This design comes from an exercise in tuning for small area on the open sky130 flow, not from production work. Function was checked by simulation only, so behaviour that the tests miss may differ from the original. Power and IR drop assume default switching activity.

==> design/flow/run.sh <==
#!/bin/bash
# synth_recipe.tcl (not shown) runs the flow's synth.tcl, then flattens the netlist and writes it again
# the make line also repeats each setting of config.mk as NAME=value (left out here)
make -C /OpenROAD-flow-scripts/flow DESIGN_CONFIG=/design/flow/config.mk WORK_HOME=/design/flow/orfs CLKGATE_MAP_FILE= SYNTH_SCRIPT=/design/flow/synth_recipe.tcl finish
==> design/flow/config.mk <==
export PLATFORM = sky130hd
export DESIGN_NAME = ep_top
export DESIGN_NICKNAME = ep_top
export VERILOG_FILES = /design/flow/design.v
export SDC_FILE = /design/flow/constraint.sdc
export NUM_CORES = 4
export LEC_CHECK = 0
export CAP_MARGIN = 20
export CORE_MARGIN = 2
export CORE_UTILIZATION = 40
export SLEW_MARGIN = 20
==> design/flow/constraint.sdc <==
create_clock -name core_clock -period 5.0 [get_ports {clk}]
set_input_delay 1.0000 -clock core_clock [delete_from_list [all_inputs] [get_ports {clk}]]
set_output_delay 1.0000 -clock core_clock [all_outputs]
set_load 0.01 [all_outputs]
==> design/flow/design.v <==
`default_nettype none
package ep_pkg;
    localparam int DATA_W     = 32;     
    localparam int REG_ADDR_W = 5;      
    localparam int NUM_REGS   = 1 << REG_ADDR_W;
    localparam logic [6:0] FMT_TYPE_MRD32 = 7'b00_00000;   
    localparam logic [6:0] FMT_TYPE_MWR32 = 7'b10_00000;   
    localparam logic [6:0] FMT_TYPE_CPLD  = 7'b10_01010;   
    localparam logic [DATA_W-1:0] ID_REG_VALUE = 32'hE9D0_0001;
endpackage
`default_nettype wire
`default_nettype none
module ep_mem_access (
    input  logic        clk,
    input  logic        clr_i,       
    input  logic [3:0]  wr_be_i,     
    input  logic [31:0] wr_data_i,   
    output logic [31:0] head_o       
);
    localparam int WORDS = 31;
    logic [32*WORDS-1:0] ring;
    logic [31:0]         tail_d;
    assign head_o = ring[31:0];
    always_comb begin
        for (int b = 0; b < 4; b++)
            tail_d[31-8*b -: 8] = clr_i     ? 8'h00 :
                                  wr_be_i[b] ? wr_data_i[31-8*b -: 8] :
                                               ring[31-8*b -: 8];
    end
    always_ff @(posedge clk)
        ring <= {tail_d, ring[32*WORDS-1:32]};
endmodule
`default_nettype wire
`default_nettype none
import ep_pkg::*;
module ep_top (
    input  logic        clk,
    input  logic        rst_n,
    input  logic [31:0] trn_rd_i,
    input  logic        trn_rsof_n_i,
    input  logic        trn_reof_n_i,
    input  logic        trn_rsrc_rdy_n_i,
    output logic        trn_rdst_rdy_n_o,
    output logic [31:0] trn_td_o,
    output logic        trn_tsof_n_o,
    output logic        trn_teof_n_o,
    output logic        trn_tsrc_rdy_n_o,
    input  logic        trn_tdst_rdy_n_i,
    input  logic [15:0] cfg_completer_id_i
);
    localparam logic [3:0] S_CLR  = 4'b0000;   
    localparam logic [3:0] S_DW0  = 4'b0001;
    localparam logic [3:0] S_RD1  = 4'b0010;
    localparam logic [3:0] S_WR1  = 4'b0011;
    localparam logic [3:0] S_RD2  = 4'b0100;
    localparam logic [3:0] S_WR2  = 4'b0101;
    localparam logic [3:0] S_WR3  = 4'b0110;   
    localparam logic [3:0] S_SKIP = 4'b0111;
    localparam logic [3:0] S_B0   = 4'b1000;
    localparam logic [3:0] S_B1   = 4'b1001;
    localparam logic [3:0] S_B2   = 4'b1010;
    localparam logic [3:0] S_B3   = 4'b1011;
    localparam logic [3:0] S_RDW  = 4'b1100;   
    localparam logic [4:0] PTR_FIRST = 5'b00001;
    localparam logic [4:0] PTR_LAST  = 5'b10000;   
    localparam logic [31:0] ID_LL = {ID_REG_VALUE[7:0], ID_REG_VALUE[15:8],
                                     ID_REG_VALUE[23:16], ID_REG_VALUE[31:24]};
    logic [3:0]  state;
    logic [4:0]  ptr;         
    logic [31:0] hdr_q;       
    logic [3:0]  be_q;
    logic [1:0]  attr_q;
    logic [4:0]  addr;
    logic [2:0]  tc;
    logic        addr_zero;
    logic        hit;
    logic        rx_on;
    logic        beat_ok;
    logic        tx_ok;
    logic [6:0]  fmt_type;
    logic        one_dw;
    logic [31:0] head;
    logic [31:0] rd_word;
    logic [31:0] be_mask;
    logic [3:0]  wr_be;
    logic [1:0]  lo_idx;
    logic [2:0]  byte_cnt;
    assign addr      = hdr_q[6:2];
    assign tc        = {hdr_q[7], hdr_q[1:0]};
    assign addr_zero = (addr == 5'd0);
    assign hit       = (ptr == addr) || addr_zero;
    assign fmt_type  = trn_rd_i[30:24];
    assign one_dw    = (trn_rd_i[9:0] == 10'd1);
    assign rx_on            = !state[3] && (state != S_CLR) && (state != S_WR3 || hit);
    assign trn_rdst_rdy_n_o = !rx_on;
    assign beat_ok          = rx_on && !trn_rsrc_rdy_n_i;
    assign trn_tsrc_rdy_n_o = !(state[3] && !state[2]);
    assign trn_tsof_n_o     = state[1] || state[0];
    assign trn_teof_n_o     = !(state[1] && state[0]);
    assign tx_ok            = !trn_tsrc_rdy_n_o && !trn_tdst_rdy_n_i;
    assign wr_be = (state == S_WR3 && !trn_rsrc_rdy_n_i && ptr == addr) ? be_q : 4'b0000;
    ep_mem_access i_mem (
        .clk       (clk),
        .clr_i     (state == S_CLR),
        .wr_be_i   (wr_be),
        .wr_data_i (trn_rd_i),
        .head_o    (head)
    );
    always_ff @(posedge clk) begin
        if (!rst_n)
            ptr <= PTR_FIRST;
        else
            ptr <= {ptr[3:0], ptr[4] ^ ptr[2]};
    end
    always_ff @(posedge clk) begin
        if (!rst_n) begin
            state <= S_CLR;
        end else begin
            case (state)
                S_CLR: if (ptr == PTR_LAST) state <= S_DW0;
                S_DW0: begin
                    if (beat_ok && !trn_rsof_n_i && trn_reof_n_i) begin
                        if (one_dw && fmt_type == FMT_TYPE_MRD32)
                            state <= S_RD1;
                        else if (one_dw && fmt_type == FMT_TYPE_MWR32)
                            state <= S_WR1;
                        else
                            state <= S_SKIP;
                    end
                end
                S_RD1:  if (beat_ok) state <= trn_reof_n_i ? S_RD2 : S_DW0;
                S_WR1:  if (beat_ok) state <= trn_reof_n_i ? S_WR2 : S_DW0;
                S_RD2:  if (beat_ok) state <= trn_reof_n_i ? S_SKIP : S_B0;
                S_WR2:  if (beat_ok) state <= trn_reof_n_i ? S_WR3 : S_DW0;
                S_WR3:  if (beat_ok) state <= trn_reof_n_i ? S_SKIP : S_DW0;
                S_SKIP: if (beat_ok && !trn_reof_n_i) state <= S_DW0;
                S_B0:   if (tx_ok) state <= S_B1;
                S_B1:   if (tx_ok) state <= S_B2;
                S_B2:   if (tx_ok) state <= S_RDW;
                S_RDW:  if (hit) state <= S_B3;
                S_B3:   if (tx_ok) state <= S_DW0;
                default: state <= S_CLR;
            endcase
        end
    end
    assign rd_word = addr_zero ? ID_LL : head;
    assign be_mask = {{8{be_q[0]}}, {8{be_q[1]}}, {8{be_q[2]}}, {8{be_q[3]}}};
    always_ff @(posedge clk) begin
        if (state == S_DW0) begin
            {hdr_q[7], hdr_q[1:0]} <= trn_rd_i[22:20];
            attr_q                 <= trn_rd_i[13:12];
        end
        if (state == S_RD1 || state == S_WR1) begin
            hdr_q[31:8] <= trn_rd_i[31:8];
            be_q        <= trn_rd_i[3:0];
        end
        if (state == S_RD2 || state == S_WR2)
            hdr_q[6:2] <= trn_rd_i[6:2];
        if (state == S_RDW && hit)
            hdr_q <= rd_word & be_mask;
    end
    always_comb begin
        casez (be_q)
            4'b???1: lo_idx = 2'd0;
            4'b??10: lo_idx = 2'd1;
            4'b?100: lo_idx = 2'd2;
            4'b1000: lo_idx = 2'd3;
            default: lo_idx = 2'd0;
        endcase
        casez (be_q)
            4'b0000: byte_cnt = 3'd1;
            4'b1??1: byte_cnt = 3'd4;
            4'b01?1: byte_cnt = 3'd3;
            4'b1?10: byte_cnt = 3'd3;
            4'b0011: byte_cnt = 3'd2;
            4'b0110: byte_cnt = 3'd2;
            4'b1100: byte_cnt = 3'd2;
            default: byte_cnt = 3'd1;
        endcase
    end
    always_comb begin
        case (state[1:0])
            2'd0: trn_td_o = {1'b0, FMT_TYPE_CPLD, 1'b0, tc, 4'b0000,
                              1'b0, 1'b0, attr_q, 2'b00, 10'd1};
            2'd1: trn_td_o = {cfg_completer_id_i, 3'b000, 1'b0, 9'd0, byte_cnt};
            2'd2: trn_td_o = {hdr_q[31:8], 1'b0, addr, lo_idx};
            default: trn_td_o = hdr_q;
        endcase
    end
endmodule
`default_nettype wire
==> results_dict.tcl, run 1 <==
set metrics [dict create \
    rsz0062_at_grt "false" \
    finalMaxSlewViolations 0 \
    drc 0 \
    cellLeakagePower_nw 11.14 \
    place_congestion 0.7716 \
    outcome "timing/DRC/antenna clean" \
    cp_slowest_cell "dfxtp_1" \
    vias 9903 \
    period_share 0.8098 \
    overflow 0 \
    synth.yosys.seq_area_share 0.9087 \
    hold_ws_ns 0.2987 \
    final_common_cell "dfxtp_1" \
    clock_path_buffers 3 \
    drt-initial-drc-count 793 \
    start_util 0.4040 \
    via_per_inst 4.157 \
    synth-seq-cells 1039 \
    synthesis.nets 1435 \
    coreArea_um2 57700 \
    setup_viol 0 \
    die_area_um2 60220 \
    powerDensity_nw_per_um2 555.8 \
    yosysWarnings 2 \
    fp.dieW_um 245.4 \
    clkLatencyLatePin_ns 0.63 \
    grtUsageTotal 0.1227 \
    ioPinCount 90 \
    hpwl_um 21230 \
    critPathMaxFanout 22 \
    hold_viol_final 0 \
    total_power_mw 15.62 \
    cts_max_level 3 \
    fin_nets 1593 \
    first_pass_iters 5 \
    hold_buffers 0 \
    wirelength_um 36260 \
    fmax_mhz 247.0 \
    start_kind "register" \
    cts_resized 0 \
    grt_max_degree 46 \
    cts_tree "yes" \
    yosys.cell_types.count 56 \
    grt_antenna_before_repair 7 \
    clk_pin_slew_ns 0.06 \
    rows 88 \
    vdd.ir_drop.worst_mv 0.3275 \
    place_area_um2 25060 \
    cpPeakStageDelay_ns 0.93 \
    mostFrequentLayoutCells "dfxtp_1 (1000), clkbuf_16 (94), clkdlybuf4s50_1 (89)" \
    finalSetupTns_ns 0 \
    area_growth_pct 20.56 \
    cap_violations 0 \
    drive_gt1_frac 0.1120 \
    synth_area_um2 23310 \
    grt_pass1_vias 9971 \
    crit_family "buffers and inverters" \
    arrival_ns 3.05 \
    cp_num_buf_inv 3 \
    nFillCells 4791 \
    port_buffers 89 \
    synth_ff_type "dfxtp_1" \
    grt_pass1_wl_um 56230 \
    finalCriticalPeriod_ns 4.049 \
    cts_buffers 91 \
    cts_sinks 1039 \
    postCtsSetupRepairBufs 0 \
    synth_edf_count 38 \
    syn_inst 1381 \
    cts_root_buf "clkbuf_16" \
    worstPathRequired_ns 4.00 \
    ant_nets 0 \
    async_flop_share 0 \
    final_core_util 0.4871 \
    relSlewSlack 0.3779 \
    fp.dieH_um 245.4 \
    crit_path_cell_trace "inv_1 -> nor2_1 -> buf_4 -> a22o_1 -> clkdlybuf4s50_1" \
    syn_area_per_cell_um2 16.88 \
    finClkSkew_ns 0.02636 \
    min_path_type "register to register" \
    avgRoutedWirePerCell_um 15.22 \
    cp-end-kind "output pin" \
    tightest_slew_ns 0.9319 \
    fin_area_um2 28100 \
    setup.worst_path.class "register to output pin" \
]
==> worst reg2reg max path: cells and delay by family, from the launching register on <==
family,cells,cell delay [ns]
DFF,1,0.93
and+or+nand+nor,3,0.82
buffers and inverters,3,0.82
AOI/OAI and AO/OA,1,0.19
==> cells by family after synthesis <==
logic type / share of synthesized area
mux: 0.01632
compound gates: 0.03232
flops: 0.9087
xor+xnor: 0.002630
buf+inv: 0.008588
simple gates: 0.03146
==> area by class of cell <==
type	instances	area (um^2)	share of cell area
inverters	10	37.54	0.001336
clock buffers	142	2813	0.1001
diodes	1	2.502	0.00008905
repair buffers	96	943.4	0.03357
multi-input cells	301	1938	0.06897
clock inverters	28	229.0	0.008148
well taps	765	957.2	0.03406
flip-flops and latches	1039	21180	0.7537
==> sequential cells by signal, summed over array words and instances, names as in the netlist <==
| signal | count |
|---|---|
| attr_q | 2 |
| be_q | 4 |
| hdr_q | 32 |
| i_mem.ring | 992 |
| ptr | 5 |
| state | 4 |
==> worst paths after layout <==
kind                                       from              end  slack [ns]  cells past startpoint
worst max register to register         state[0]        hdr_q[13]        1.94                      7
worst min-delay path            i_mem.ring[149]  i_mem.ring[117]        0.30                      0
worst min register to register  i_mem.ring[149]  i_mem.ring[117]        0.30                      0
worst max-delay path                   state[0]     trn_td_o[28]        0.95                      5
==> power by group <==
group	internal, mW	switching, mW	total [mW]
clock	3.95	2.87	6.82
sequential	8.36	0.0409	8.40
combinational	0.182	0.214	0.396
==> cell usage after synthesis, types with 2 or more instances <==
master / number / area share
o21ai_2: 2 / 0.00075
a21oi_1: 12 / 0.0026
nand2_1: 24 / 0.0039
o21ai_1: 25 / 0.0054
nor4_1: 6 / 0.0016
buf_6: 4 / 0.0019
buf_2: 5 / 0.0011
o21ai_0: 51 / 0.011
dfxtp_1: 1001 / 0.86
nor3_4: 2 / 0.0014
inv_1: 9 / 0.0014
nor2_2: 2 / 0.00054
edfxtp_1: 38 / 0.049
o22a_1: 3 / 0.0011
xor2_1: 6 / 0.0023
nor2b_1: 3 / 0.00081
a22o_2: 3 / 0.0013
nor2_1: 41 / 0.0066
and2_1: 14 / 0.0038
a22o_1: 12 / 0.0045
o32ai_1: 2 / 0.00075
mux2i_1: 38 / 0.016
nand3_1: 22 / 0.0047
nand2b_1: 2 / 0.00054
clkbuf_1: 18 / 0.0029
o211ai_1: 2 / 0.00064
o22ai_1: 2 / 0.00054
nand4_2: 4 / 0.0021
==> through the flow <==
stage          setup WS (ns)  instances
3_3_place_gp           1.515       2211
2_1_floorplan          2.148       1381
6_report              0.9508       2382
5_1_grt               0.7801       2381
4_1_cts               0.9435       2381
3_5_place_dp           1.549       2211
==> metal layers <==
layer | global-route usage | vias up | wire length, um
li1 | - | 4828 | -
met1 | 0.1678 | 4685 | 17560
met2 | 0.1781 | 303 | 15080
met3 | 0.03929 | 79 | 2706
met4 | 0.05365 | 8 | 874
met5 | 0 | - | 48
==> run 2: changes to the inputs <==
--- a/design/flow/config.mk
+++ b/design/flow/config.mk
@@ -9,3 +9,4 @@
 export CORE_MARGIN = 2
 export CORE_UTILIZATION = 40
+export CTS_BUF_LIST = sky130_fd_sc_hd__clkbuf_4
 export SLEW_MARGIN = 20
==> run 2 against run 1 <==
  * Sequential cell count unchanged
  * Synthesized area unchanged
  * Clock power decreased by 7.2%
==> results_dict.tcl, run 2 <==
set metrics [dict create \
    relSlewSlack 0.3776 \
    tightest_slew_ns 0.9323 \
    synthTopCellsByCount "dfxtp_1 (1001), o21ai_0 (51), nor2_1 (41)" \
    synth_ff_type "dfxtp_1" \
    die_area_um2 60220 \
    power_frac_seq 0.555 \
    synth_area_um2 23310 \
    endpoint "trn_td_o[28]" \
    arrival_ns 3.44 \
    r2r-end "hdr_q[19]" \
    cpPeakStageDelay_ns 0.93 \
    whs_path_depth 0 \
    yosysTopAreaCellShare 0.8597 \
    finalSetupTns_ns 0 \
    mostFrequentLayoutCells "dfxtp_1 (1000), clkbuf_4 (344), clkdlybuf4s50_1 (89)" \
    grt.met2_usage 0.1759 \
    seqCellArea_um2 21180 \
    cp-end-kind "output pin" \
    grt_max_degree 46 \
    clkLatencyLatePin_ns 1.00 \
    largest_register_ffs 992 \
    synth_edf_count 38 \
    drt-initial-drc-count 609 \
    nFillCells 4930 \
    path_depth 5 \
    cts_root_buf "clkbuf_4" \
    largestRegisters "i_mem.ring (992), hdr_q (32), ptr (5)" \
    grt_pass1_vias 10980 \
    critPathMaxFanout 22 \
    fin_nets 1728 \
    crit_family "buffers and inverters" \
    avgRoutedWirePerCell_um 14.10 \
    r2r_cells 7 \
    p_switching_mw 3.184 \
    setup_viol 0 \
    vdd.ir_drop.worst_mv 0.2574 \
    ioPinCount 90 \
    async_flop_share 0 \
    coreArea_um2 57700 \
    yosys.cell_types.count 56 \
    wirelength_um 36980 \
    outcome "timing/DRC/antenna clean" \
    synth.largest_area_cell "dfxtp_1" \
    yosysMostFrequentCell "dfxtp_1" \
    min_path_type "register to register" \
    multi_input_area_um2 1938 \
    crit_path_cell_trace "inv_1 -> nor2_1 -> buf_4 -> a22o_1 -> clkdlybuf4s50_1" \
    fmax_mhz 225.3 \
    synth-seq-cells 1039 \
    finClkSkew_ns 0.04014 \
    fp.dieH_um 245.4 \
    cts_sinks 1039 \
    fp.dieW_um 245.4 \
    cts_tree "yes" \
    p_clk_frac 0.418 \
    rows 88 \
    grtUsageTotal 0.1284 \
    cts_max_level 4 \
    hpwl_um 21230 \
    p_int_mw 11.94 \
    worst_slack_ns 0.5624 \
    cts_resized 0 \
    finalCriticalPeriod_ns 4.438 \
    ant_nets 0 \
    ys_top_cells_by_area "dfxtp_1 (86%), edfxtp_1 (4.9%), mux2i_1 (1.6%)" \
    syn_area_per_cell_um2 16.88 \
    postCtsSetupRepairBufs 0 \
    port_buffers 89 \
    hold_ws_ns 0.2847 \
    clock_path_buffers 3 \
    first_pass_iters 5 \
    synth.yosys.seq_area_share 0.9087 \
    drc 0 \
    grt_antenna_before_repair 6 \
    cp_num_buf_inv 3 \
    cp_slowest_cell "dfxtp_1" \
    final_common_cell "dfxtp_1" \
    cellLeakagePower_nw 11.40 \
    clk_pin_slew_ns 0.08 \
    grt_pass1_wl_um 58490 \
    drive_gt1_frac 0.2149 \
    cts_buffers 226 \
    p_sw_frac 0.2105 \
    crit_start "state[0]" \
    use_met3 0.06046 \
    synthesis.nets 1435 \
    hold_buffers 0 \
    area_growth_pct 20.39 \
    vias 10740 \
    hold_viol_final 0 \
    worstPathRequired_ns 4.00 \
    setup.worst_path.class "register to output pin" \
    start_util 0.4040 \
    regMostFlops "i_mem.ring" \
    combPwrFrac 0.026 \
    start_kind "register" \
    top_usage_layer "met2" \
    fin_cells 2622 \
    period_share 0.8875 \
    syn_inst 1381 \
    via_per_inst 4.095 \
    total_power_mw 15.12 \
    cap_violations 0 \
    r2r_slack_ns 1.94 \
    r2r_start "state[0]" \
    place_ws_ns 1.549 \
    rsz0062_at_grt "false" \
    grt_use_met1 0.1656 \
    powerDensity_nw_per_um2 539.0 \
    place_congestion 0.7716 \
    overflow 0 \
    place_inst 2211 \
    yosysWarnings 2 \
    finalMaxSlewViolations 0 \
]
run 2: cell counts after synthesis:
Identical to the previous run, type by type.
run 2: stage by stage:
step | instance area [um^2] | util
after floorplan | 23310 | -
after CTS | 28050 | 0.4862
final | 28060 | 0.4864
after detailed placement | 25060 | 0.4343
after global placement | 25060 | 0.4343
after global routing | 28050 | 0.4862
run 2: cell type report:
| type | count | area share |
|---|---|---|
| timing repair buffer | 96 | 0.03362 |
| clock inverter | 62 | 0.01458 |
| antenna | 5 | 0.0004459 |
| tap | 765 | 0.03411 |
| clock buffer | 344 | 0.09203 |
| multi-input combinational | 301 | 0.06907 |
| sequential | 1039 | 0.7548 |
| inverter | 10 | 0.001338 |
run 2: power groups by stage:
stage	combinational, mW	clock [mW]	sequential, mW
3_5_place_dp	0.399	0	8.59
4_1_cts	0.401	6.59	8.40
6_report	0.397	6.33	8.40
2_1_floorplan	0.196	0	8.56
5_1_grt	0.426	7.03	8.40
3_3_place_gp	0.395	0	8.59
run 2: worst min-delay path by stage:
stage	startpoint	endpoint	slack (ns)
floorplan	i_mem.ring[32]	i_mem.ring[0]	0.31
global placement	i_mem.ring[59]	i_mem.ring[27]	0.31
detailed placement	i_mem.ring[287]	i_mem.ring[255]	0.31
CTS	i_mem.ring[146]	i_mem.ring[114]	0.28
global route	i_mem.ring[647]	i_mem.ring[615]	0.29
finish	i_mem.ring[146]	i_mem.ring[114]	0.28
run 2: kinds of logic after synthesis:
| logic type | count (synthesis) | share of synthesized area |
|---|---|---|
| DFF | 1039 | 0.9087 |
| and+or+nand+nor | 132 | 0.03146 |
| AOI/OAI and AO/OA | 124 | 0.03232 |
| buffers and inverters | 41 | 0.008588 |
| muxes | 38 | 0.01632 |
| xor gates and xnor gates | 7 | 0.002630 |
run 2: metal layers:
metal	share of wire	up-vias	wire, um
met4	0.027	10	1010
met2	0.42	297	15530
li1	-	5247	-
met1	0.48	5106	17770
met3	0.071	76	2616
met5	0.0014	-	53
run 2: worst reg2reg max path: cells and delay by family (launching register included):
family / cells / cell delay [ns]
compound gates: 1 / 0.19
buf+inv: 3 / 0.82
flops: 1 / 0.93
simple gates: 3 / 0.82
==> run 3: changes to the inputs <==
--- a/design/flow/config.mk
+++ b/design/flow/config.mk
@@ -9,4 +9,6 @@
 export CORE_MARGIN = 2
 export CORE_UTILIZATION = 40
-export CTS_BUF_LIST = sky130_fd_sc_hd__clkbuf_4
+export CTS_BUF_LIST = sky130_fd_sc_hd__clkbuf_8
+export CTS_CLUSTER_DIAMETER = 50
+export CTS_CLUSTER_SIZE = 18
 export SLEW_MARGIN = 20
==> run 3 against run 2 <==
  * Critical path depth is the same
  * Wire length shrank 5.3%
  * First-iteration DRC count grew 16%
  * Utilization shrank 2.9 points
  * Cell area shrank 5.9%
  * Worst setup slack gained 0.36 ns
  * Sequential power is essentially flat
  * Count of clock-buffer cells in the layout shrank 261
  * Combinational power is essentially flat
  * Fmax grew 8.8%
  * Largest power group unchanged
  * Highest routed layer unchanged
==> results_dict.tcl, run 3 <==
set metrics [dict create \
    outcome "timing/DRC/antenna clean" \
    overflow 0 \
    worstPathRequired_ns 4.00 \
    ioPinCount 90 \
    hold_buffers 0 \
    die_area_um2 60220 \
    grt_antenna_before_repair 6 \
    yosysMostFrequentCell "dfxtp_1" \
    fin_area_um2 26400 \
    grt_pass1_vias 9615 \
    synth_ff_type "dfxtp_1" \
    r2r_slack_ns 1.97 \
    finalSetupTns_ns 0 \
    finalCriticalPeriod_ns 4.077 \
    worst_slack_ns 0.9228 \
    fin_nets 1575 \
    synthTopCellsByCount "dfxtp_1 (1001), o21ai_0 (51), nor2_1 (41)" \
    cp-end-kind "output pin" \
    arrival_ns 3.08 \
    mostFrequentLayoutCells "dfxtp_1 (1000), clkdlybuf4s50_1 (89), clkbuf_8 (83)" \
    cts_tree "yes" \
    finalMaxSlewViolations 0 \
    postCtsSetupRepairBufs 0 \
    r2r_start "hdr_q[3]" \
    syn_inst 1381 \
    start_util 0.4040 \
    r2r_cells 7 \
    ys_top_cells_by_area "dfxtp_1 (86%), edfxtp_1 (4.9%), mux2i_1 (1.6%)" \
    cellLeakagePower_nw 10.35 \
    cts_root_buf "clkbuf_8" \
    hp-start "i_mem.ring[647]" \
    drc 0 \
    powerDensity_nw_per_um2 485.7 \
    vias 9693 \
    combPwrFrac 0.031 \
    period_share 0.8154 \
    finClkSkew_ns 0.04684 \
    power_frac_seq 0.655 \
    first_pass_iters 5 \
    synth.yosys.seq_area_share 0.9087 \
    area_growth_pct 13.25 \
    syn_area_per_cell_um2 16.88 \
    fp.dieH_um 245.4 \
    clock_path_buffers 3 \
    crit_start "state[0]" \
    fin_cells 2318 \
    synth.largest_area_cell "dfxtp_1" \
    grt_pass1_wl_um 54680 \
    place_ws_ns 1.549 \
    synth_area_um2 23310 \
    p_int_mw 10.14 \
    hold_path_end "i_mem.ring[615]" \
    grtUsageTotal 0.1191 \
    cts_sinks 1039 \
    rows 88 \
    synthesis.nets 1435 \
    hold_ws_ns 0.3109 \
    p_switching_mw 2.678 \
    cts_max_level 3 \
    min_path_type "register to register" \
    final_common_cell "dfxtp_1" \
    hold_viol_final 0 \
    final_core_util 0.4575 \
    seqCellArea_um2 21180 \
    cts_resized 0 \
    relSlewSlack 0.3988 \
    place_inst 2211 \
    tightest_slew_ns 0.9006 \
    regMostFlops "i_mem.ring" \
    yosysTopAreaCellShare 0.8597 \
    critPathMaxFanout 22 \
    rsz0062_at_grt "false" \
    whs_path_depth 0 \
    cap_violations 0 \
    ant_nets 0 \
    p_sw_frac 0.2088 \
    place_area_um2 25060 \
    nFillCells 4991 \
    multi_input_area_um2 1938 \
    yosys.cell_types.count 56 \
    yosysWarnings 2 \
    wirelength_um 35010 \
    clkLatencyLatePin_ns 0.67 \
    coreArea_um2 57700 \
    drive_gt1_frac 0.08307 \
    async_flop_share 0 \
    place_congestion 0.7716 \
    vdd.ir_drop.worst_mv 0.2230 \
    avgRoutedWirePerCell_um 15.10 \
    setup_viol 0 \
    synth_edf_count 38 \
    drt-initial-drc-count 705 \
    p_clk_frac 0.314 \
    cts_buffers 73 \
    largestRegisters "i_mem.ring (992), hdr_q (32), ptr (5)" \
    hpwl_um 21230 \
    grt_max_degree 46 \
    total_power_mw 12.82 \
    port_buffers 89 \
    diodes 0 \
    setup.worst_path.class "register to output pin" \
    largest_register_ffs 992 \
    fmax_mhz 245.3 \
    via_per_inst 4.182 \
    r2r-end "hdr_q[20]" \
    start_kind "register" \
    fp.dieW_um 245.4 \
    synth-seq-cells 1039 \
    clk_pin_slew_ns 0.09 \
]
-- run 3: cell counts after synthesis --
Identical to the previous run, type by type.
-- run 3: worst max path at each step --
stage / end / slack (ns)
floorplan: hdr_q[10] / 2.15
global placement: trn_td_o[28] / 1.51
detailed placement: trn_td_o[28] / 1.55
CTS: trn_td_o[28] / 0.88
global route: trn_td_o[1] / 0.71
finish: trn_td_o[28] / 0.92
-- run 3: logic make-up (layout without fill, tap and decap cells) --
kind of cell    Yosys count  in the layout  share of synthesized area
mux                      38             38                    0.01632
buf+inv                  41            213                   0.008588
flops                  1039           1039                     0.9087
simple gates            132            132                    0.03146
compound gates          124            124                    0.03232
xor+xnor                  7              7                   0.002630
-- run 3: metal layers --
| layer | vias up | wire, um | GRT usage |
|---|---|---|---|
| li1 | 4738 | - | - |
| met1 | 4614 | 17230 | 0.1677 |
| met2 | 246 | 14300 | 0.1707 |
| met3 | 85 | 2519 | 0.03852 |
| met4 | 10 | 904 | 0.04456 |
| met5 | - | 57 | 0 |
-- run 3: layout make-up --
cell class | instances | area share
clock inverters | 24 | 0.007489
inverters | 10 | 0.001422
multi-input cells | 301 | 0.07342
flip-flops and latches | 1039 | 0.8024
repair buffers | 96 | 0.03574
well taps | 765 | 0.03626
clock buffers | 83 | 0.04327
-- run 3: power groups by stage --
stage / Combinational [mW] / Sequential, mW / Clock, mW
after global placement: 0.395 / 8.59 / 0
after detailed placement: 0.399 / 8.59 / 0
after global routing: 0.426 / 8.40 / 4.51
after floorplan: 0.196 / 8.56 / 0
final: 0.395 / 8.40 / 4.03
after CTS: 0.400 / 8.40 / 4.21
-- run 3: critical path, stage by stage, from the launching register on --
cell             delay (ns)
dfxtp_1                0.92
inv_1                  0.19
nor2_1                 0.15
buf_4                  0.26
a22o_1                 0.31
clkdlybuf4s50_1        0.59
==> run 4: changes to the inputs <==
--- a/design/flow/config.mk
+++ b/design/flow/config.mk
@@ -9,6 +9,6 @@
 export CORE_MARGIN = 2
 export CORE_UTILIZATION = 40
-export CTS_BUF_LIST = sky130_fd_sc_hd__clkbuf_8
-export CTS_CLUSTER_DIAMETER = 50
-export CTS_CLUSTER_SIZE = 18
+export CTS_BUF_LIST = sky130_fd_sc_hd__clkbuf_16
+export CTS_CLUSTER_DIAMETER = 60
+export CTS_CLUSTER_SIZE = 36
 export SLEW_MARGIN = 20
==> run 4 against run 3 <==
  * Still clean on timing, DRC and antenna
  * Cell area rose by 1.3%
  * Sequential share of layout area is 1.0 points lower
  * Utilization increased by 0.58 points
  * Combinational power barely moved
  * Synthesized cell count stayed put
  * Cell count is 1.2% lower
  * Sequential cell count is the same
  * Clock power rose by 16%
  * Critical endpoint unchanged
  * Highest routed layer unchanged
==> results_dict.tcl, run 4 <==
set metrics [dict create \
    synth.largest_area_cell "dfxtp_1" \
    postCtsSetupRepairBufs 0 \
    nFillCells 4915 \
    hold_viol_final 0 \
    hp-start "i_mem.ring[723]" \
    finalMaxSlewViolations 0 \
    ant_nets 0 \
    whs_path_depth 0 \
    synth-seq-cells 1039 \
    grt_max_degree 46 \
    grtUsageTotal 0.1159 \
    synth_area_um2 23310 \
    place_congestion 0.7716 \
    vdd.ir_drop.worst_mv 0.3272 \
    arrival_ns 3.07 \
    ioPinCount 90 \
    final_core_util 0.4634 \
    cellLeakagePower_nw 10.44 \
    ys_top_cells_by_area "dfxtp_1 (86%), edfxtp_1 (4.9%), mux2i_1 (1.6%)" \
    rsz0062_at_grt "false" \
    wirelength_um 34660 \
    synth_edf_count 38 \
    worstPathRequired_ns 4.00 \
    cts_resized 0 \
    cap_violations 0 \
    start_util 0.4040 \
    area_growth_pct 14.70 \
    clock_path_buffers 3 \
    hold_path_end "i_mem.ring[691]" \
    coreArea_um2 57700 \
    yosysWarnings 2 \
    r2r_start "state[0]" \
    cts_buffers 45 \
    r2r_cells 7 \
    cts_sinks 1039 \
    yosysMostFrequentCell "dfxtp_1" \
    via_per_inst 4.197 \
    hold_buffers 0 \
    mostFrequentLayoutCells "dfxtp_1 (1000), clkdlybuf4s50_1 (89), o21ai_0 (50)" \
    synthesis.nets 1435 \
    clkLatencyLatePin_ns 0.61 \
    multi_input_area_um2 1938 \
    port_buffers 89 \
    grt_pass1_wl_um 53650 \
    die_area_um2 60220 \
    r2r_slack_ns 1.92 \
    avgRoutedWirePerCell_um 15.14 \
    fp.dieH_um 245.4 \
    worst_slack_ns 0.9345 \
    powerDensity_nw_per_um2 503.5 \
    r2r-end "hdr_q[30]" \
    setup_viol 0 \
    synth_ff_type "dfxtp_1" \
    cp-end-kind "output pin" \
    clk_pin_slew_ns 0.12 \
    hold_ws_ns 0.3060 \
    setup.worst_path.class "register to output pin" \
    finalCriticalPeriod_ns 4.065 \
    place_ws_ns 1.549 \
    critPathMaxFanout 22 \
    fin_nets 1547 \
    yosys.cell_types.count 56 \
    vias 9610 \
    drc 0 \
    tightest_slew_ns 0.9209 \
    async_flop_share 0 \
    syn_area_per_cell_um2 16.88 \
    drive_gt1_frac 0.06890 \
    first_pass_iters 5 \
    cts_tree "yes" \
    largest_register_ffs 992 \
    finClkSkew_ns 0.02924 \
    final_common_cell "dfxtp_1" \
    seqCellArea_um2 21180 \
    start_kind "register" \
    period_share 0.8131 \
    drt-initial-drc-count 689 \
    synthTopCellsByCount "dfxtp_1 (1001), o21ai_0 (51), nor2_1 (41)" \
    relSlewSlack 0.3852 \
    largestRegisters "i_mem.ring (992), hdr_q (32), ptr (5)" \
    hpwl_um 21230 \
    finalSetupTns_ns 0 \
    regMostFlops "i_mem.ring" \
    yosysTopAreaCellShare 0.8597 \
    grt_pass1_vias 9364 \
    min_path_type "register to register" \
    fmax_mhz 246.0 \
    cts_max_level 2 \
    grt_antenna_before_repair 6 \
    synth.yosys.seq_area_share 0.9087 \
    fp.dieW_um 245.4 \
    outcome "timing/DRC/antenna clean" \
    syn_inst 1381 \
    overflow 0 \
    rows 88 \
    cts_root_buf "clkbuf_16" \
]
[run 4: routing by layer]
metal  up-vias  track usage  share of wire
met1      4579       0.1660           0.49
met4        10      0.04456          0.030
met3        85      0.03045          0.072
met2       252       0.1677           0.40
li1       4684            -              -
met5         -            0         0.0016
[run 4: through the flow]
stage	cells	power [mW]	instance area (um^2)
after floorplan	1381	8.756	23310
after global placement	2211	8.981	25060
after detailed placement	2211	8.987	25060
after CTS	2289	13.61	26730
after global routing	2289	13.94	26730
final	2290	13.46	26730
[run 4: worst max-delay path: stages, from the launching register on]
cell	delay (ns)
dfxtp_1	0.95
inv_1	0.20
nor2_1	0.15
buf_4	0.27
a22o_1	0.31
clkdlybuf4s50_1	0.58
[run 4: layout make-up]
cell class              count  area share
diodes                      1  0.00009360
inverters                  10    0.001404
well taps                 765     0.03580
repair buffers             96     0.03529
clock inverters            31     0.01863
clock buffers              47     0.04399
flip-flops and latches   1039      0.7923
multi-input cells         301     0.07249
[run 4: cell families (layout without fill, tap and decap cells)]
kind of cell / Yosys count / count (layout) / synth area share
other cells: 0 / 1 / 0
xor+xnor: 7 / 7 / 0.002630
simple gates: 132 / 132 / 0.03146
mux: 38 / 38 / 0.01632
compound gates: 124 / 124 / 0.03232
flops: 1039 / 1039 / 0.9087
buf+inv: 41 / 184 / 0.008588
[run 4: report_power, final]
group	internal, mW	switching, mW
Sequential	8.36	0.0412
Combinational	0.182	0.214
Clock	1.94	2.73
Total	10.5	2.98
[run 4: how the worst max path moves through the flow]
| stage | cells past startpoint | startpoint | end | slack (ns) |
|---|---|---|---|---|
| finish | 5 | state[0] | trn_td_o[28] | 0.93 |
| global route | 6 | state[0] | trn_td_o[1] | 0.76 |
| CTS | 5 | state[0] | trn_td_o[28] | 0.94 |
| detailed placement | 3 | cfg_completer_id_i[12] | trn_td_o[28] | 1.55 |
| global placement | 3 | cfg_completer_id_i[12] | trn_td_o[28] | 1.51 |
| floorplan | 7 | hdr_q[3] | hdr_q[10] | 2.15 |
==> run 5: changes to the inputs <==
==> design/flow/config.mk (replaced) <==
export PLATFORM = sky130hd
export DESIGN_NAME = ep_top
export DESIGN_NICKNAME = ep_top
export VERILOG_FILES = /design/flow/design.v
export SDC_FILE = /design/flow/constraint.sdc
export NUM_CORES = 4
export LEC_CHECK = 0
export CAP_MARGIN = 20
export CORE_MARGIN = 2
export CORE_UTILIZATION = 70
export CTS_BUF_LIST = sky130_fd_sc_hd__clkbuf_8
export CTS_CLUSTER_DIAMETER = 40
export CTS_CLUSTER_SIZE = 22
export SLEW_MARGIN = 20
==> run 5 against run 4 <==
  * Combinational power is 4% lower
  * Still clean on timing, DRC and antenna
  * Register-to-register slack better by 0.03 ns
  * Largest power group unchanged
  * Critical path depth is 1 higher
  * Hold slack better by 0.010 ns
  * Count of clock-buffer cells in the layout is 28 higher
  * Clock skew is 0.0039 ns higher
  * Non-clock buffer count is 1 lower
  * Fmax is 3.5% lower
  * Largest cell class unchanged
  * Worst setup slack worse by 0.15 ns
  * Highest routed layer is now met4
  * First-iteration DRC count is 0.15% lower
==> results_dict.tcl, run 5 <==
set metrics [dict create \
    synthMuxAreaShare 0.01632 \
    synth.yosys.seq_area_share 0.9087 \
    cts_resized 0 \
    vias 9650 \
    ys_top_cells_by_area "dfxtp_1 (86%), edfxtp_1 (4.9%), mux2i_1 (1.6%)" \
    finalMaxSlewViolations 0 \
    rsz0062_at_grt "false" \
    critPathMaxFanout 22 \
    min_path_type "register to register" \
    drive_gt1_frac 0.09195 \
    first_pass_iters 7 \
    fin_nets 1571 \
    yosysTopAreaCellShare 0.8597 \
    synthTopCellsByCount "dfxtp_1 (1001), o21ai_0 (51), nor2_1 (41)" \
    ant_nets 0 \
    place_area_um2 24640 \
    whs_path_depth 0 \
    clk_pin_slew_ns 0.12 \
    synth-seq-cells 1039 \
    grt_pass1_wl_um 56190 \
    largestRegisters "i_mem.ring (992), hdr_q (32), ptr (5)" \
    worstPathRequired_ns 4.00 \
    finalCriticalPeriod_ns 4.213 \
    vdd.ir_drop.worst_mv 0.4187 \
    crit_path_cell_trace "inv_1 -> nor2_1 -> buf_4 -> o211ai_1 -> o22ai_1 -> clkdlybuf4s50_1" \
    p_switching_mw 2.913 \
    fp.dieH_um 186.5 \
    hold_buffers 0 \
    synth_ff_type "dfxtp_1" \
    start_util 0.7128 \
    outcome "timing/DRC/antenna clean" \
    largest_register_ffs 992 \
    synth_top_family_by_area "compound AO/OA/AOI/OAI gates" \
    cp_slowest_cell "dfxtp_1" \
    tightest_slew_ns 0.8940 \
    grtUsageTotal 0.2141 \
    syn_area_per_cell_um2 16.88 \
    grt_use_met1 0.2930 \
    grt_antenna_before_repair 6 \
    multi_input_area_um2 1938 \
    finalSetupTns_ns 0 \
    relSlewSlack 0.4032 \
    port_buffers 89 \
    setup.worst_path.class "register to output pin" \
    async_flop_share 0 \
    setup_viol 0 \
    total_power_mw 13.31 \
    clock_path_buffers 3 \
    synth-compound-area-share 0.03232 \
    cp-end-kind "output pin" \
    place_congestion 0.8159 \
    cellLeakagePower_nw 10.45 \
    avgRoutedWirePerCell_um 17.91 \
    finClkSkew_ns 0.03311 \
    coreArea_um2 32700 \
    fin_area_um2 26260 \
    synth_adder_area_share 0 \
    mostFrequentLayoutCells "dfxtp_1 (1001), clkdlybuf4s50_1 (89), clkbuf_8 (75)" \
    final_common_cell "dfxtp_1" \
    grt.met2_usage 0.3361 \
    power_frac_seq 0.631 \
    nFillCells 1644 \
    p_sw_frac 0.2189 \
    regMostFlops "i_mem.ring" \
    cts_buffers 70 \
    overflow 0 \
    grt_max_degree 47 \
    fp.dieW_um 186.5 \
    cap_violations 0 \
    via_per_inst 4.799 \
    use_met3 0.04664 \
    drt-initial-drc-count 688 \
    yosys.area_share.simple 0.03146 \
    postCtsSetupRepairBufs 0 \
    p_clk_frac 0.341 \
    seqCellArea_um2 21180 \
    drc 0 \
    fmax_mhz 237.3 \
    synth_edf_count 38 \
    cpPeakStageDelay_ns 0.92 \
    ioPinCount 90 \
    hold_viol_final 0 \
    yosys.cell_types.count 56 \
    hold_ws_ns 0.3163 \
    area_growth_pct 12.66 \
    synthesis.nets 1435 \
    path_depth 6 \
    cts_tree "yes" \
    p_int_mw 10.39 \
    synth_area_um2 23310 \
    cp_num_buf_inv 3 \
    combPwrFrac 0.029 \
    rows 66 \
    clkLatencyLatePin_ns 0.65 \
    wirelength_um 36010 \
    start_kind "register" \
    powerDensity_nw_per_um2 506.7 \
    cts_root_buf "clkbuf_8" \
    yosysWarnings 2 \
    yosysMostFrequentCell "dfxtp_1" \
    synth_xor_xnor_area_share 0.002630 \
    grt_pass1_vias 9978 \
    cts_max_level 3 \
    final_core_util 0.8030 \
    r2r_cells 7 \
    period_share 0.8427 \
    synth.largest_area_cell "dfxtp_1" \
    cts_sinks 1039 \
    top_usage_layer "met2" \
    arrival_ns 3.21 \
    crit_family "buffers and inverters" \
    hpwl_um 20350 \
    syn_inst 1381 \
    die_area_um2 34770 \
]
run 5: worst paths after layout:
kind	slack (ns)	from	end
worst min-delay path	0.32	i_mem.ring[590]	i_mem.ring[558]
worst max register to register	1.95	hdr_q[3]	hdr_q[17]
worst min register to register	0.32	i_mem.ring[590]	i_mem.ring[558]
worst max-delay path	0.79	state[0]	trn_td_o[1]
run 5: area by class of cell:
type	instances	area share
tap	442	0.02106
inverter	10	0.001429
sequential	1039	0.8066
clock buffer	75	0.03931
multi-input combinational	301	0.07380
antenna	3	0.0002859
clock inverter	46	0.02192
timing repair buffer	95	0.03564
run 5: worst reg2reg max path, stage by stage, from the launching register on:
cell and delay, ns:
edfxtp_1 0.44, or4_4 0.61, nor2_8 0.22, a21oi_4 0.06, buf_4 0.27, nand2b_4 0.41
o21ai_2 0.34, buf_4 0.38
run 5: per-layer routing:
layer	wire length, um	up-vias
li1	-	4753
met1	16550	4579
met2	16700	248
met3	1568	70
met4	1195	0
met5	0	-
run 5: through the flow:
step                std cells  setup WS (ns)
global route             2011         0.6101
detailed placement       1887          1.478
global placement         1887          1.543
floorplan                1381          2.148
finish                   2011         0.7865
CTS                      2008         0.7636
run 5: kinds of logic (layout without fill, tap and decap cells):
group	Yosys count	count (layout)
mux	38	38
compound gates	124	124
flops	1039	1039
xor+xnor	7	7
buf+inv	41	226
simple gates	132	132
other cells	0	3
run 5: power groups by stage:
stage                     clock network, mW  registers (mW)  logic, mW
final                                  4.53            8.39      0.380
after global routing                   4.92            8.40      0.406
after CTS                              4.64            8.39      0.381
after detailed placement                  0            8.58      0.379
after global placement                    0            8.58      0.376
after floorplan                           0            8.56      0.196
==> run 6: changes to the inputs <==
==> design/flow/flow/run.sh (new file) <==
#!/bin/bash
# Standard ORFS layout (the standard.sh, standard synthesis unchanged) with
# three knobs: ports buffered with the smallest buffer, and a clock tree of
# clkbuf_8 leaf clusters without dummy loads.
set -euo pipefail
CTS="-sink_clustering_enable -repair_clock_nets -buf_list sky130_fd_sc_hd__clkbuf_8"
CTS="$CTS -sink_clustering_size 18 -sink_clustering_max_diameter 50 -dont_use_dummy_load"
bash standard.sh \
  "BUFFER_PORTS_ARGS=-buffer_cell sky130_fd_sc_hd__buf_1" \
  "CTS_ARGS=$CTS" \
  finish > flow.log 2>&1
==> design/flow/standard.sh (new file) <==
#!/bin/bash
# synth_recipe.tcl (not shown) runs the flow's synth.tcl, then flattens the netlist and writes it again
# the make line also repeats each setting of config.mk as NAME=value (left out here)
make -C /OpenROAD-flow-scripts/flow DESIGN_CONFIG=/design/flow/config.mk WORK_HOME=/design/flow/orfs CLKGATE_MAP_FILE= SYNTH_SCRIPT=/design/flow/synth_recipe.tcl "${@:-finish}"
--- a/design/flow/config.mk
+++ b/design/flow/config.mk
@@ -8,7 +8,4 @@
 export CAP_MARGIN = 20
 export CORE_MARGIN = 2
-export CORE_UTILIZATION = 70
-export CTS_BUF_LIST = sky130_fd_sc_hd__clkbuf_8
-export CTS_CLUSTER_DIAMETER = 40
-export CTS_CLUSTER_SIZE = 22
+export CORE_UTILIZATION = 40
 export SLEW_MARGIN = 20
removed: design/flow/run.sh
==> run 6 against run 5 <==
  * Largest cell class unchanged
  * Synthesized cell count stayed put
  * Sequential cell count stayed put
  * Die area rose by 73%
  * Still clean
  * Hold slack got worse by 0.039 ns
  * Clock skew increased by 0.027 ns
  * Register-to-register slack improved by 0.10 ns
  * Critical endpoint is now trn_rdst_rdy_n_o
  * Global-route usage fell by 9.9 points
  * Largest power group unchanged
  * Utilization down 36 points
  * Synthesized area stayed put
  * Cell count is 13% higher
  * Critical path depth stayed put
  * Cell area down 3.0%
==> results_dict.tcl, run 6 <==
set metrics [dict create \
    ioPinCount 90 \
    yosysMostFrequentCell "dfxtp_1" \
    cp_num_buf_inv 1 \
    worstPathRequired_ns 4.00 \
    cts_sinks 1039 \
    largestRegisters "i_mem.ring (992), hdr_q (32), ptr (5)" \
    synthesis.nets 1435 \
    synthTopCellsByCount "dfxtp_1 (1001), o21ai_0 (51), nor2_1 (41)" \
    hp-start "i_mem.ring[958]" \
    r2r_slack_ns 2.05 \
    grt_pass1_vias 9260 \
    regMostFlops "i_mem.ring" \
    critPathMaxFanout 33 \
    grtUsageTotal 0.1151 \
    crit_path_cell_trace "xor2_1 -> nor3_4 -> a21oi_4 -> a21oi_1 -> o21bai_1 -> buf_1" \
    cap_violations 0 \
    min_path_type "register to register" \
    synth.largest_area_cell "dfxtp_1" \
    cts_root_buf "clkbuf_8" \
    area_growth_pct 9.265 \
    yosys.cell_types.count 56 \
    grt_antenna_before_repair 8 \
    synth_ff_type "dfxtp_1" \
    rsz0062_at_grt "false" \
    vdd.ir_drop.worst_mv 0.2247 \
    syn_inst 1381 \
    tightest_slew_ns 0.8758 \
    drive_gt1_frac 0.06601 \
    wirelength_um 34330 \
    powerDensity_nw_per_um2 480.0 \
    p_sw_frac 0.2033 \
    synth_edf_count 38 \
    clock_path_buffers 3 \
    setup_viol 0 \
    syn_area_per_cell_um2 16.88 \
    cp-end-kind "output pin" \
    clk_pin_slew_ns 0.10 \
    r2r-end "hdr_q[21]" \
    synth_area_um2 23310 \
    cts_tree "yes" \
    cp_slowest_cell "a21oi_4" \
    hold_viol_final 0 \
    finalSetupTns_ns 0 \
    power_frac_seq 0.687 \
    relSlewSlack 0.4153 \
    drc 0 \
    die_area_um2 60220 \
    combPwrFrac 0.025 \
    vias 9547 \
    cts_max_level 3 \
    nFillCells 5105 \
    arrival_ns 2.79 \
    r2r_start "hdr_q[2]" \
    coreArea_um2 57700 \
    final_common_cell "dfxtp_1" \
    crit_family "compound AO/OA/AOI/OAI gates" \
    mostFrequentLayoutCells "dfxtp_1 (1000), buf_1 (89), clkbuf_8 (71)" \
    final_core_util 0.4414 \
    fmax_mhz 263.9 \
    finalCriticalPeriod_ns 3.789 \
    p_clk_frac 0.288 \
    overflow 0 \
    start_util 0.4040 \
    cts_buffers 71 \
    postCtsSetupRepairBufs 0 \
    r2r_cells 6 \
    rows 88 \
    hold_buffers 0 \
    avgRoutedWirePerCell_um 15.05 \
    hpwl_um 21610 \
    clkLatencyLatePin_ns 0.65 \
    via_per_inst 4.184 \
    crit_start "hdr_q[2]" \
    setup.worst_path.class "register to output pin" \
    fin_nets 1571 \
    largest_register_ffs 992 \
    place_inst 2209 \
    ys_top_cells_by_area "dfxtp_1 (86%), edfxtp_1 (4.9%), mux2i_1 (1.6%)" \
    synth-seq-cells 1039 \
    finClkSkew_ns 0.06039 \
    cts_resized 0 \
    place_congestion 0.8025 \
    whs_path_depth 0 \
    start_kind "register" \
    drt-initial-drc-count 588 \
    async_flop_share 0 \
    cellLeakagePower_nw 9.896 \
    first_pass_iters 8 \
    cpPeakStageDelay_ns 0.66 \
    outcome "timing/DRC/antenna clean" \
    fin_cells 2282 \
    p_switching_mw 2.486 \
    yosysWarnings 2 \
    grt_pass1_wl_um 52540 \
    period_share 0.7579 \
    fp.dieW_um 245.4 \
    hold_path_end "i_mem.ring[926]" \
    finalMaxSlewViolations 0 \
    p_int_mw 9.739 \
    synth.yosys.seq_area_share 0.9087 \
    yosysTopAreaCellShare 0.8597 \
    fp.dieH_um 245.4 \
    port_buffers 89 \
    ant_nets 0 \
    grt_max_degree 46 \
]
run 6: changes by cell type in the layout (fill, tap and decap cells not counted), sizes merged:
cell	delta
bufinv	-6
clkdlybuf4s50	-89
clkbuf	-4
clkinv	-11
buf	+88
diode	-1
inv	-25
clkinvlp	-4
run 6: worst max path at each step:
stage / to / slack [ns] / cells after the start
2_1_floorplan: hdr_q[10] / 2.15 / 7
3_3_place_gp: trn_rdst_rdy_n_o / 1.88 / 6
3_5_place_dp: trn_rdst_rdy_n_o / 1.85 / 6
4_1_cts: trn_rdst_rdy_n_o / 1.16 / 6
5_1_grt: trn_rdst_rdy_n_o / 1.04 / 6
6_report: trn_rdst_rdy_n_o / 1.21 / 6
run 6: worst register-to-register path, cell delays in order, from the launching register on:
cell and delay, ns:
edfxtp_1 0.53, xor2_1 0.30, nor3_4 0.12, a21oi_4 0.66, nand2b_4 0.56, o21ai_2 0.26, buf_4 0.30
run 6: area by class of cell:
class                           instances  area, um^2  area share
Antenna cell                            2       5.005   0.0001965
Timing Repair Buffer                   94       371.6     0.01459
Sequential cell                      1039       21180      0.8317
Multi-Input combinational cell        301        1938     0.07610
Tap cell                              765       957.2     0.03758
Inverter                               10       37.54    0.001474
Clock buffer                           71       977.2     0.03837
run 6: kinds of logic after synthesis:
family | Yosys count | synth area share
multiplexers | 38 | 0.01632
AO/OA/AOI/OAI | 124 | 0.03232
XOR/XNOR | 7 | 0.002630
AND/OR/NAND/NOR | 132 | 0.03146
flip-flops | 1039 | 0.9087
buffers and inverters | 41 | 0.008588
run 6: power by group through the flow:
| stage | logic [mW] | registers (mW) | clock network, mW |
|---|---|---|---|
| global route | 0.337 | 8.41 | 3.96 |
| global placement | 0.303 | 8.59 | 0 |
| detailed placement | 0.309 | 8.59 | 0 |
| CTS | 0.310 | 8.40 | 3.67 |
| floorplan | 0.196 | 8.56 | 0 |
| finish | 0.306 | 8.40 | 3.52 |
run 6: metrics by stage:
step                      area, um^2  setup slack (ns)  power (mW)  hold slack (ns)
after floorplan                23310             2.148       8.756           0.3096
after global placement         24490             1.880       8.894           0.3099
after detailed placement       24490             1.851       8.901           0.3121
after CTS                      25460             1.164       12.38           0.2791
after global routing           25470             1.042       12.70           0.2823
final                          25470             1.211       12.22           0.2771
run 6: layer usage:
metal | track usage | wire length, um
met5 | 0 | 69
met3 | 0.04333 | 2797
met4 | 0.05045 | 1172
met1 | 0.1639 | 16930
met2 | 0.1546 | 13360
==> run 7: changes to the inputs <==
==> design/flow/flow/run.sh (replaced) <==
#!/bin/bash
# Standard ORFS layout (the standard.sh, standard synthesis unchanged) with
# three knobs: ports buffered with the smallest buffer, and a clock tree of
# clkbuf_8 leaf clusters without dummy loads.
set -euo pipefail
CTS="-sink_clustering_enable -repair_clock_nets -buf_list sky130_fd_sc_hd__clkbuf_16"
CTS="$CTS -sink_clustering_size 36 -sink_clustering_max_diameter 60 -dont_use_dummy_load"
bash standard.sh \
  "BUFFER_PORTS_ARGS=-buffer_cell sky130_fd_sc_hd__buf_1" \
  "CTS_ARGS=$CTS" \
  finish > flow.log 2>&1
==> run 7 against run 6 <==
  * Still clean on timing, DRC and antenna
  * Wire length down 1.1%
  * Sequential cell count unchanged
  * Synthesized area unchanged
  * Clock power up 6.8%
  * Critical path type unchanged
==> results_dict.tcl, run 7 <==
set metrics [dict create \
    hold_viol_final 0 \
    mostFrequentLayoutCells "dfxtp_1 (1000), buf_1 (89), o21ai_0 (50)" \
    grt_use_met1 0.1627 \
    grt.met2_usage 0.1558 \
    setup.worst_path.class "register to output pin" \
    r2r-end "hdr_q[9]" \
    largest_register_ffs 992 \
    fp.dieW_um 245.4 \
    drive_gt1_frac 0.04842 \
    grt_max_degree 46 \
    ys_top_cells_by_area "dfxtp_1 (86%), edfxtp_1 (4.9%), mux2i_1 (1.6%)" \
    finalSetupTns_ns 0 \
    drc 0 \
    synth.yosys.seq_area_share 0.9087 \
    grtUsageTotal 0.1130 \
    fmax_mhz 265.1 \
    fin_area_um2 25570 \
    arrival_ns 2.77 \
    cts_sinks 1039 \
    via_per_inst 4.179 \
    yosysMostFrequentCell "dfxtp_1" \
    grt_pass1_vias 8992 \
    use_met3 0.03874 \
    largestRegisters "i_mem.ring (992), hdr_q (32), ptr (5)" \
    ant_nets 0 \
    hpwl_um 21610 \
    r2r_cells 6 \
    synth_area_um2 23310 \
    regMostFlops "i_mem.ring" \
    grt_antenna_before_repair 8 \
    synth_ff_type "dfxtp_1" \
    r2r_start "hdr_q[2]" \
    ioPinCount 90 \
    async_flop_share 0 \
    setup_viol 0 \
    clkLatencyLatePin_ns 0.61 \
    avgRoutedWirePerCell_um 15.06 \
    drt-initial-drc-count 549 \
    cp_slowest_cell "a21oi_4" \
    syn_inst 1381 \
    cts_tree "yes" \
    synth.largest_area_cell "dfxtp_1" \
    finalMaxSlewViolations 0 \
    fp.dieH_um 245.4 \
    vdd.ir_drop.worst_mv 0.2662 \
    cts_resized 0 \
    place_area_um2 24490 \
    yosysTopAreaCellShare 0.8597 \
    finClkSkew_ns 0.06561 \
    yosys.cell_types.count 56 \
    syn_area_per_cell_um2 16.88 \
    hold_buffers 0 \
    tightest_slew_ns 0.8882 \
    fin_nets 1543 \
    worstPathRequired_ns 4.00 \
    hold_path_end "i_mem.ring[687]" \
    finalCriticalPeriod_ns 3.772 \
    period_share 0.7545 \
    hp-start "i_mem.ring[719]" \
    cp-end-kind "output pin" \
    synth-seq-cells 1039 \
    port_buffers 89 \
    powerDensity_nw_per_um2 487.9 \
    grt_pass1_wl_um 51740 \
    synthesis.nets 1435 \
    top_usage_layer "met1" \
    synthTopCellsByCount "dfxtp_1 (1001), o21ai_0 (51), nor2_1 (41)" \
    postCtsSetupRepairBufs 0 \
    area_growth_pct 9.689 \
    start_kind "register" \
    cts_buffers 43 \
    place_congestion 0.8025 \
    first_pass_iters 5 \
    min_path_type "register to register" \
    r2r_slack_ns 2.00 \
    critPathMaxFanout 33 \
    whs_path_depth 0 \
    die_area_um2 60220 \
    coreArea_um2 57700 \
    overflow 0 \
    cap_violations 0 \
    synth_edf_count 38 \
    cpPeakStageDelay_ns 0.69 \
    rsz0062_at_grt "false" \
    yosysWarnings 2 \
    relSlewSlack 0.4071 \
    rows 88 \
    final_common_cell "dfxtp_1" \
    outcome "timing/DRC/antenna clean" \
    cellLeakagePower_nw 9.916 \
    clock_path_buffers 3 \
    vias 9419 \
    cts_root_buf "clkbuf_16" \
    clk_pin_slew_ns 0.11 \
    crit_path_cell_trace "xor2_1 -> nor3_4 -> a21oi_4 -> a21oi_1 -> o21bai_1 -> buf_1" \
    cts_max_level 2 \
    wirelength_um 33940 \
    start_util 0.4040 \
]
[run 7: cell families (layout without fill, tap and decap cells)]
group | after synthesis | after routing | share of synthesized area
xor gates and xnor gates | 7 | 7 | 0.002630
buffers and inverters | 41 | 147 | 0.008588
other | 0 | 2 | 0
DFF | 1039 | 1039 | 0.9087
muxes | 38 | 38 | 0.01632
AOI/OAI and AO/OA | 124 | 124 | 0.03232
and+or+nand+nor | 132 | 132 | 0.03146
[run 7: where the power goes]
group	switching (mW)	leakage, nW	internal (mW)
sequential	0.0433	8.40	8.36
combinational	0.207	0.985	0.100
clock	2.22	0.530	1.55
[run 7: final cells by class]
type | count | area [um^2]
Antenna cell | 2 | 5.005
Clock buffer | 43 | 1076
Fill cell | 5080 | 32130
Inverter | 10 | 37.54
Multi-Input combinational cell | 301 | 1938
Sequential cell | 1039 | 21180
Tap cell | 765 | 957.2
Timing Repair Buffer | 94 | 371.6
[run 7: worst max-delay path, delay by kind of cell (launching register included)]
| family | cells | cell delay, ns |
|---|---|---|
| buffers and inverters | 1 | 0.18 |
| flip-flops | 1 | 0.53 |
| AND/OR/NAND/NOR | 1 | 0.12 |
| XOR/XNOR | 1 | 0.30 |
| AO/OA/AOI/OAI | 3 | 1.09 |
[run 7: through the flow]
stage	cells	worst slack, ns	power, mW	utilization	hold slack (ns)
final	2254	1.228	12.47	0.4431	0.2735
after global placement	2209	1.880	8.894	0.4244	0.3099
after floorplan	1381	2.148	8.756	-	0.3096
after detailed placement	2209	1.851	8.901	0.4244	0.3121
after global routing	2253	1.075	12.92	0.4431	0.2657
after CTS	2252	1.226	12.61	0.4431	0.2726
[run 7: per-layer routing]
metal	vias to the layer above	wire length, um
met1	4475	17020
met3	79	2424
met2	213	13340
met5	-	69
li1	4640	-
met4	12	1082
[run 7: worst max path at each step]
stage                        to  cells past startpoint     start  slack (ns)
2_1_floorplan         hdr_q[10]                      7  hdr_q[3]        2.15
3_3_place_gp   trn_rdst_rdy_n_o                      6  hdr_q[2]        1.88
3_5_place_dp   trn_rdst_rdy_n_o                      6  hdr_q[2]        1.85
4_1_cts        trn_rdst_rdy_n_o                      6  hdr_q[2]        1.23
5_1_grt        trn_rdst_rdy_n_o                      6  hdr_q[2]        1.07
6_report       trn_rdst_rdy_n_o                      6  hdr_q[2]        1.23

## what the ideal ports hide
No port has a modelled driver above. Below, the same layouts with a new extraction and two added sets of constraints.
Step 1 sets driving cells, clkbuf_16 on the clock port and buf_2 on the other inputs (assumed; they add their load-dependent delay and slew).
Step 2 also shifts input and output timing later by t, the mid clock arrival at the registers, as if the neighbouring blocks saw the same clock.
Slacks: no drivers / after step 1 / after step 2; pairs: no drivers / after step 1.
run	t (ns)	setup slack, ns	latest minus earliest clock arrival (ns)	pins driven straight from the clock port
run 1	0.671	0.951 / 0.894 / 1.514	0.028 / 0.027	1
run 2	1.028	0.562 / 0.512 / 1.483	0.044 / 0.044	1
run 3	0.699	0.923 / 0.870 / 1.481	0.052 / 0.052	1
run 4	0.647	0.935 / 0.881 / 1.502	0.033 / 0.034	1
run 5	0.684	0.787 / 0.735 / 1.420	0.034 / 0.035	1
run 6	0.674	1.211 / 1.158 / 1.833	0.062 / 0.061	1
run 7	0.631	1.228 / 1.172 / 1.803	0.074 / 0.073	1
After both steps every run listed still meets setup and hold.
